Source: an optimization exercise on an open RTL-to-GDS flow (aim: small area). Production flows keep margins and buffers that such runs may drop. RTL that was checked went through simulation tests only; none was proved equivalent to the original. Power is estimated from default activity; no workload was simulated.

==> flow/design.v (excerpt) <==
module dmem_wait_responder #(
    parameter int DEPTH   = 128,
    parameter int LATENCY = 2
) (
    input  logic        clk_i,
    input  logic        rst_i,
    input  logic        req_valid_i,
    output logic        req_ready_o,
    input  logic        req_write_i,
    input  logic [31:0] req_addr_i,
    input  logic [31:0] req_wdata_i,
    output logic        rsp_valid_o,
    output logic [31:0] rsp_rdata_o,
    output logic        rsp_err_o,
    output logic        busy_o
);
==> module dmem_wait_responder, before the edit <==
module dmem_wait_responder #(
    parameter int DEPTH   = 128,
    parameter int LATENCY = 2
) (
    input  logic        clk_i,
    input  logic        rst_i,
    input  logic        req_valid_i,
    output logic        req_ready_o,
    input  logic        req_write_i,
    input  logic [31:0] req_addr_i,
    input  logic [31:0] req_wdata_i,
    output logic        rsp_valid_o,
    output logic [31:0] rsp_rdata_o,
    output logic        rsp_err_o,
    output logic        busy_o
);
    localparam int NG = 32;         
    localparam int GW = 5;
    localparam int NA = 11;         
    logic [1:0]    r_state;
    logic [3:0]    r_need;          
    logic          r_pol;           
    logic          r_clr_done;      
    logic          r_wr, r_rd, r_err;
    logic          r_rhit;          
    logic          r_whit;          
    logic          r_live_ok;       
    logic [GW-1:0] r_grp;
    logic [1:0]    r_lo;
    logic [31:0]   r_data;          
    logic          r_dpol;          
    logic [31:0]   r_ring [NG][4];
    logic          w_idle, w_acc, w_bad, w_clr, w_pol_nxt;
    logic [1:0]    w_need, w_need_nxt, w_lo_nxt;
    logic          w_busy_nxt, w_wr_nxt, w_rd_nxt;
    logic          w_live_hit, w_reg_hit, w_rhit, w_rsel_any, w_whit;
    logic [NG-1:0] w_rsel, w_ins, w_g, w_gn;
    logic [31:0]   w_yraw, w_y, w_b;
    logic          w_ypol, w_opol, w_hold;
    always_comb begin
        w_idle     = (r_state == 2'd0);
        w_acc      = w_idle && req_valid_i;
        w_bad      = (|req_addr_i[1:0]) || (|req_addr_i[31:9]);
        w_clr      = !r_clr_done;
        w_need     = {r_need[3] | r_need[2], r_need[3] | r_need[1]};
        w_live_hit = r_live_ok && req_valid_i && !req_write_i;
        w_reg_hit  = r_rhit;
        w_rhit     = w_reg_hit || (w_idle && req_valid_i && !req_write_i);
        w_rsel_any = w_reg_hit || w_live_hit;
        w_whit     = r_whit;
        w_need_nxt = w_need - 2'd1;
        w_busy_nxt = w_acc || (r_state == 2'd1) || (r_state == 2'd2);
        w_wr_nxt   = w_acc ? (req_write_i && !w_bad)  : r_wr;
        w_rd_nxt   = w_acc ? (!req_write_i && !w_bad) : r_rd;
        w_lo_nxt   = w_acc ? req_addr_i[3:2] : r_lo;
        w_pol_nxt  = r_pol ^ r_need[1];
        w_b        = ~(r_data ^ {32{w_pol_nxt ^ r_dpol}});
        for (int g = 0; g < NG; g++) begin
            w_rsel[g] = (w_live_hit && (req_addr_i[8:4] == GW'(g))) ||
                        (w_reg_hit && (r_grp == GW'(g)));
            w_ins[g]  = w_whit && (r_grp == GW'(g));
            w_g[g]    = w_ins[g] || w_clr;
            w_gn[g]   = !w_ins[g];
        end
        w_hold = !w_rhit;
        w_ypol = w_rhit ? (r_pol && w_rsel_any) : r_dpol;
        w_opol = r_rhit ? r_pol : r_dpol;
        w_y    = w_yraw ^ {32{w_opol}};
    end
    for (genvar b = 0; b < 32; b++) begin : g_rd
        logic [NA-1:0] w_n;
        for (genvar k = 0; k < NA; k++) begin : g_aoi
            if (3 * k + 2 < NG) begin : g_3
                dmem_aoi222 u_aoi (
                    .a0(r_ring[3*k][0][b]),   .s0(w_rsel[3*k]),
                    .a1(r_ring[3*k+1][0][b]), .s1(w_rsel[3*k+1]),
                    .a2(r_ring[3*k+2][0][b]), .s2(w_rsel[3*k+2]),
                    .y_n(w_n[k])
                );
            end else begin : g_2
                dmem_aoi222 u_aoi (
                    .a0(r_ring[3*k][0][b]),   .s0(w_rsel[3*k]),
                    .a1(r_ring[3*k+1][0][b]), .s1(w_rsel[3*k+1]),
                    .a2(r_data[b]),           .s2(w_hold),
                    .y_n(w_n[k])
                );
            end
        end
        assign w_yraw[b] = ~&w_n;
    end
    always_ff @(posedge clk_i or negedge rst_i) begin
        if (!rst_i) begin
            r_state    <= 2'd0;
            r_need     <= 4'b0010;
            r_pol      <= 1'b1;
            r_clr_done <= 1'b0;
            r_wr       <= 1'b0;
            r_rd       <= 1'b0;
            r_err      <= 1'b0;
            r_rhit     <= 1'b0;
            r_whit     <= 1'b0;
            r_live_ok  <= 1'b0;
        end else begin
            r_rhit     <= w_busy_nxt && w_rd_nxt && (w_lo_nxt == w_need_nxt);
            r_whit     <= w_wr_nxt && (w_lo_nxt == w_need_nxt - 2'd1);
            r_live_ok  <= (r_state == 2'd3) || (w_idle && !req_valid_i);
            r_state    <= (w_idle && !req_valid_i) ? 2'd0 : r_state + 2'd1;
            r_need     <= {r_need[0], r_need[3:1]};
            r_pol      <= r_pol ^ r_need[1];
            r_clr_done <= r_clr_done || r_need[2];
            if (w_acc) begin
                r_wr  <= req_write_i && !w_bad;
                r_rd  <= !req_write_i && !w_bad;
                r_err <= w_bad;
            end
        end
    end
    always_ff @(posedge clk_i) begin
        if (w_acc) begin
            r_grp <= req_addr_i[8:4];
            r_lo  <= req_addr_i[3:2];
        end
        r_data <= (w_acc && req_write_i) ? req_wdata_i : w_yraw;
        r_dpol <= (w_acc && req_write_i) ? 1'b0 : w_ypol;
    end
    for (genvar g = 0; g < NG; g++) begin : g_grp
        logic [31:0] w_s0;
        for (genvar b = 0; b < 32; b++) begin : g_bit
            dmem_oai22 u_oai (
                .a0(r_ring[g][3][b]), .b0(w_g[g]),
                .a1(w_b[b]),          .b1(w_gn[g]),
                .y_n(w_s0[b])
            );
        end
        always_ff @(posedge clk_i) begin
            r_ring[g][0] <= w_s0;
            r_ring[g][1] <= r_ring[g][0];
            r_ring[g][2] <= r_ring[g][1];
            r_ring[g][3] <= r_ring[g][2];
        end
    end
    assign req_ready_o = w_idle;
    assign busy_o      = !w_idle;
    assign rsp_valid_o = (r_state == 2'd3);
    assign rsp_err_o   = (r_state == 2'd3) && r_err;
    assign rsp_rdata_o = (r_state == 2'd3 && r_rd) ? w_y : 32'd0;
endmodule
export LEC_CHECK = 0
export CAP_MARGIN = 10
export CELL_PAD_IN_SITES_DETAIL_PLACEMENT = 0
export CELL_PAD_IN_SITES_GLOBAL_PLACEMENT = 1
export CORE_MARGIN = 2
export CORE_UTILIZATION = 65
export SLEW_MARGIN = 10
export SYNTH_HIERARCHICAL = 1
create_clock -name core_clock -period 7.0 [get_ports {clk_i}]
standard.sh (not shown) runs the stock make flow with config.mk's settings and CLKGATE_MAP_FILE= SYNTH_SCRIPT=/design/flow/synth_recipe.tcl, a recipe that flattens the netlist after the stock synthesis.
==> flow/flow/run.sh <==
#!/bin/bash
# Own flow: the standard layout (standard.sh), with two ORFS arguments changed:
#  - clock tree: larger sink clusters driven by clkbuf_16, no dummy loads;
#  - port buffers: buf_2 instead of the resizer's default choice.
# Every step's full output stays in the ORFS logs under orfs/logs, and make's
# own output in standard.log.
set -euo pipefail
export CTS_ARGS="-sink_clustering_enable -repair_clock_nets -buf_list sky130_fd_sc_hd__clkbuf_16 -sink_clustering_size 30 -sink_clustering_max_diameter 50 -dont_use_dummy_load"
export BUFFER_PORTS_ARGS="-buffer_cell sky130_fd_sc_hd__buf_2"
bash standard.sh > standard.log 2>&1
The first run completed with no timing, DRC or antenna violations.
==> next run, changes <==
--- a/flow/design.v
+++ b/flow/design.v
@@ -29,5 +29,4 @@
     logic [1:0]    r_lo;
     logic [31:0]   r_data;          
-    logic          r_dpol;          
     logic [31:0]   r_ring [NG][4];
     logic          w_idle, w_acc, w_bad, w_clr, w_pol_nxt;
@@ -37,5 +36,7 @@
     logic [NG-1:0] w_rsel, w_ins, w_g, w_gn;
     logic [31:0]   w_yraw, w_y, w_b;
-    logic          w_ypol, w_opol, w_hold;
+    logic          w_ypol, w_opol, w_hold, w_dpol, w_dpol_nxt, w_src_pol;
+    logic          w_out_t, w_out_f;
+    logic [31:0]   w_src;
     always_comb begin
         w_idle     = (r_state == 2'd0);
@@ -44,7 +45,8 @@
         w_clr      = !r_clr_done;
         w_need     = {r_need[3] | r_need[2], r_need[3] | r_need[1]};
-        w_live_hit = r_live_ok && req_valid_i && !req_write_i;
+        w_live_hit = r_live_ok && req_valid_i && !req_write_i && r_need[req_addr_i[3:2]];
         w_reg_hit  = r_rhit;
-        w_rhit     = w_reg_hit || (w_idle && req_valid_i && !req_write_i);
+        w_rhit     = w_reg_hit || (w_idle && req_valid_i && !req_write_i &&
+                                   r_need[req_addr_i[3:2]]);
         w_rsel_any = w_reg_hit || w_live_hit;
         w_whit     = r_whit;
@@ -55,5 +57,7 @@
         w_lo_nxt   = w_acc ? req_addr_i[3:2] : r_lo;
         w_pol_nxt  = r_pol ^ r_need[1];
-        w_b        = ~(r_data ^ {32{w_pol_nxt ^ r_dpol}});
+        w_dpol     = !w_pol_nxt;
+        w_dpol_nxt = !(w_pol_nxt ^ r_need[2]);
+        w_b        = r_data;
         for (int g = 0; g < NG; g++) begin
             w_rsel[g] = (w_live_hit && (req_addr_i[8:4] == GW'(g))) ||
@@ -64,7 +68,11 @@
         end
         w_hold = !w_rhit;
-        w_ypol = w_rhit ? (r_pol && w_rsel_any) : r_dpol;
-        w_opol = r_rhit ? r_pol : r_dpol;
-        w_y    = w_yraw ^ {32{w_opol}};
+        w_ypol = w_rhit ? (r_pol && w_rsel_any) : w_dpol;
+        w_opol = r_rhit ? r_pol : w_dpol;
+        w_out_t = (r_state == 2'd3) && r_rd && !w_opol;
+        w_out_f = (r_state == 2'd3) && r_rd && w_opol;
+        for (int b = 0; b < 32; b++) w_y[b] = w_yraw[b] ? w_out_t : w_out_f;
+        w_src     = (w_acc && req_write_i) ? req_wdata_i : w_yraw;
+        w_src_pol = (w_acc && req_write_i) ? 1'b0 : w_ypol;
     end
     for (genvar b = 0; b < 32; b++) begin : g_rd
@@ -121,6 +129,5 @@
             r_lo  <= req_addr_i[3:2];
         end
-        r_data <= (w_acc && req_write_i) ? req_wdata_i : w_yraw;
-        r_dpol <= (w_acc && req_write_i) ? 1'b0 : w_ypol;
+        r_data <= w_src ^ {32{w_src_pol ^ w_dpol_nxt}};
     end
     for (genvar g = 0; g < NG; g++) begin : g_grp
@@ -144,5 +151,5 @@
     assign rsp_valid_o = (r_state == 2'd3);
     assign rsp_err_o   = (r_state == 2'd3) && r_err;
-    assign rsp_rdata_o = (r_state == 2'd3 && r_rd) ? w_y : 32'd0;
+    assign rsp_rdata_o = w_y;
 endmodule
 module dmem_aoi222 (
Outcome: The changed run ran to the end with violations: setup timing; power shrinks by about 0.6%; wire length shrinks by about 2%; final cell count grows by 0.40%; combinational power is about the same; die area grows by about 0.7%; area after synthesis grows by 0.70%; register-to-register slack got worse by 0.66 ns; via count barely changes; utilization shrinks by 0.24 points; global-route usage shrinks by 0.78 points; worst hold slack got worse by 0.013 ns; non-clock buffer count is unchanged.
No functional check of the RTL was part of the second run of this note.

==> re-timing with driven ports <==
The flow's constraints put no driver on any port. The routed layouts listed below were extracted and timed again, unchanged, in two steps.
Step 1, drivers: a clkbuf_16 drives clk_i and a buf_2 each remaining input, both assumed.
Step 2 adds t to the input delays and takes it off the output delays; t is the mean of the earliest and latest rising clock arrival at the registers after step 1. Input paths then give back, and output paths get back, about the clock's delay inside the block.
a / b / c = ideal / step 1 / step 2; a / b = the first two.
| run | t (ns) | setup WS [ns] | worst setup path at the end | worst data-port slew with drivers (ns) | cell pins on the clock port's net |
|---|---|---|---|---|---|
| the first run | 0.895 | 0.262 / 0.236 / 0.236 | input to output | 0.14 | 1 |
| the second run | 0.881 | -0.065 / -0.095 / -0.095 | input to output | 0.14 | 1 |
For the second run, which loses most, drivers alone change the setup slack by -0.030 ns; drivers and shift together by -0.030 ns.
